From an optimization exercise on the open Yosys and OpenROAD flow, aimed at small area, a short achievable clock period and few clock cycles per item; shortcuts taken in it are not production practice. At most, simulation tests tie the RTL to the original design; equivalence was not proved. Power is estimated from default activity; no workload was simulated.

Design goldschmidt_ctrl, start of the top module:
module goldschmidt_ctrl #(
    parameter int ITERS = 5
) (
    input  logic        clk,
    input  logic        rst_n,
    input  logic        start,
    input  logic [15:0] n,
    input  logic [15:0] d,
    output logic        busy,
    output logic        done,
    output logic [15:0] q,
    output logic        dbz
);
    localparam int K = 2;
    logic [15:0] dr;
    logic [15:0] rr;
    logic [15:0] qr;
    logic [2:0] cnt;
    logic        sat;
    logic [2:0] cnt0;
    logic [31:0] ld;
    logic [15:0] rn;
    logic [15:0] qn;
    assign sat = (n[15:8] >= d);
    always_comb begin
        ld   = 32'(n) << 8;
        cnt0 = 3'd7;
        if ((|d[15:12])) begin
            ld   = 32'(n) << 12;
            cnt0 = 3'd5;
        end
        if ((|d[15:14])) begin
            ld   = 32'(n) << 14;
            cnt0 = 3'd4;
        end
    end
    always_comb begin
        logic [16:0] t;
        rn = rr;
        qn = qr;
        for (int i = 0; i < K; i++) begin
            t  = {rn, qn[15]} - {1'b0, dr};
            rn = t[16] ? {rn[14:0], qn[15]} : t[15:0];
            qn = {qn[14:0], ~t[16]};
        end
    end
    always_ff @(posedge clk) begin
        if (!rst_n) begin
            busy <= 1'b0;
            done <= 1'b0;
        end else begin
            done <= 1'b0;
            if (!busy) begin
                if (start) begin
                    if (sat) done <= 1'b1;
                    else     busy <= 1'b1;
                end
            end else if (cnt == '0) begin
                busy <= 1'b0;
                done <= 1'b1;
            end
        end
    end
    always_ff @(posedge clk) begin
        if (!busy) begin
            dr  <= d;
            rr  <= ld[31:16];
            qr  <= sat ? 16'hFFFF : ld[15:0];
            cnt <= cnt0;
            dbz <= (d == 16'd0);
        end else begin
  ...
Size: roughly 480 cells after synthesis, roughly 54 flip-flops, ~4200 um^2 of cells after synthesis.
clock: 11.5 ns
lec_check: 0
cap_margin: 20
core_margin: 2
core_utilization: 40
slew_margin: 20
setup_slack_margin: 7.5
standard.sh (not shown) runs the stock make flow with config.mk's settings and CLKGATE_MAP_FILE= SYNTH_SCRIPT=/design/flow/synth_recipe.tcl, a recipe that flattens the netlist after the stock synthesis.
==> flow/flow/run.sh <==
#!/bin/bash
set -e
cat standard.sh > standard_copy.log
echo "export SETUP_SLACK_MARGIN = 7.5" >> "$FLOW_CONFIG"
bash standard.sh > standard.log 2>&1
==> next run, changes <==
==> flow/flow/run.sh (replaced) <==
#!/bin/bash
set -euo pipefail
echo 'export BUFFER_PORTS_ARGS = -buffer_cell sky130_fd_sc_hd__buf_1' >> "$FLOW_CONFIG"
bash standard.sh > standard.log 2>&1
- BUFFER_PORTS_ARGS: unset -> -buffer_cell sky130_fd_sc_hd__buf_1
- SETUP_SLACK_MARGIN: 7.5 -> unset
First-iteration DRC count came out lower by a few percent; global-route usage goes down by 2.4 points; via count fell by a few percent; synthesized cell count is unchanged; die area is unchanged; combinational power goes down by a quarter to a third; sequential power fell slightly; setup slack degrades by 0.75 ns; worst hold slack improved by 0.014 ns; routed wire length went down by about a fifth.
No run of this note included a check of the RTL's function; only the layout flow was run.

== job 101 ==
goldschmidt_ctrl, a different RTL version from the one above (not shown whole).
Size in the first run: ~55 flip-flops, ~54 I/O pins.
==> flow/config.mk <==
export PLATFORM = sky130hd
export DESIGN_NAME = goldschmidt_ctrl
export DESIGN_NICKNAME = goldschmidt_ctrl
export VERILOG_FILES = /design/flow/design.v
export SDC_FILE = /design/flow/constraint.sdc
export NUM_CORES = 4
export LEC_CHECK = 0
export CAP_MARGIN = 20
export CORE_MARGIN = 2
export CORE_UTILIZATION = 65
export SLEW_MARGIN = 20
export BUFFER_PORTS_ARGS = -buffer_cell sky130_fd_sc_hd__buf_1
export SETUP_SLACK_MARGIN = 8.1
==> flow/constraint.sdc <==
create_clock -name core_clock -period 11.5 [get_ports {clk}]
set_input_delay 2.3000 -clock core_clock [delete_from_list [all_inputs] [get_ports {clk}]]
set_output_delay 2.3000 -clock core_clock [all_outputs]
set_load 0.01 [all_outputs]
==> flow/flow/run.sh <==
#!/bin/bash
set -euo pipefail
echo 'export BUFFER_PORTS_ARGS = -buffer_cell sky130_fd_sc_hd__buf_1' >> "$FLOW_CONFIG"
echo 'export SETUP_SLACK_MARGIN = 8.1' >> "$FLOW_CONFIG"
bash standard.sh > standard.log 2>&1
Job 101 ended with every stage complete and zero timing, DRC or antenna violations.
Testbench counts of job 101, summed over its fixed seeds: cycles 13,556, items 2,400.
For job 102, these inputs were changed with respect to job 101:
==> flow/flow/run.sh <==
#!/bin/bash
set -euo pipefail
echo 'export BUFFER_PORTS_ARGS = -buffer_cell sky130_fd_sc_hd__buf_1' >> "$FLOW_CONFIG"
echo 'export SETUP_SLACK_MARGIN = 8.1' >> "$FLOW_CONFIG"
for stage in synth floorplan place cts grt route finish; do
    bash standard.sh "$stage" > "log_$stage.txt" 2>&1
done
Notes after the runs:
Job 102 closes out successfully: all stages finished, all timing, DRC and antenna checks passed.
Diff job 102..job 101 | total number of cells along the worst setup path | negligible
Utilization came out exactly the same in job 102 and job 101.
Diff job 101..job 102 | total power | unchanged
Synthesized netlist cell count: job 102 vs job 101 identical
As far as area added between synthesis and finish goes, job 101 and job 102 are indistinguishable; the numbers are identical.
In terms of final number of setup-violating endpoints, job 102 and job 101 differ only marginally.
Job 102 vs. job 101: count of non-CTS buffers in the layout held; register bit count reported by yosys held.
Summary of job 102 over job 101: fmax was more or less identical; maximum buffer depth of the clock tree saw little to no change.

what the ideal ports hide:
The flow's constraints put no driver on any port. The routed layouts listed below were extracted and timed again, unchanged, in two steps.
Step 1 assumes that a clkbuf_16 drives the clock port and a buf_2 every other input.
Step 2 adds t to the input delays and takes it off the output delays; t is the mean of the earliest and latest rising clock arrival at the registers after step 1. Input paths then give back, and output paths get back, about the clock's delay inside the block.
Slacks: ideal ports / drivers / drivers and shift; pairs: ideal ports / drivers.
| run | shift t [ns] | setup WS [ns] | worst setup path after step 2 | worst register clock-pin slew, ns | pins driven straight from the clock port |
|---|---|---|---|---|---|
| the first run of note 1 | 0.337 | 6.811 / 6.811 / 6.811 | register to register | 0.11 / 0.11 | 1 |
| the second run of note 1 | 0.340 | 6.057 / 6.057 / 6.057 | register to register | 0.10 / 0.10 | 1 |
| job 101 | 0.336 | 8.018 / 7.963 / 7.627 | input to register | 0.11 / 0.11 | 1 |
| job 102 | 0.336 | 8.018 / 7.963 / 7.627 | input to register | 0.11 / 0.11 | 1 |
After both steps setup and hold are still met in every run listed.
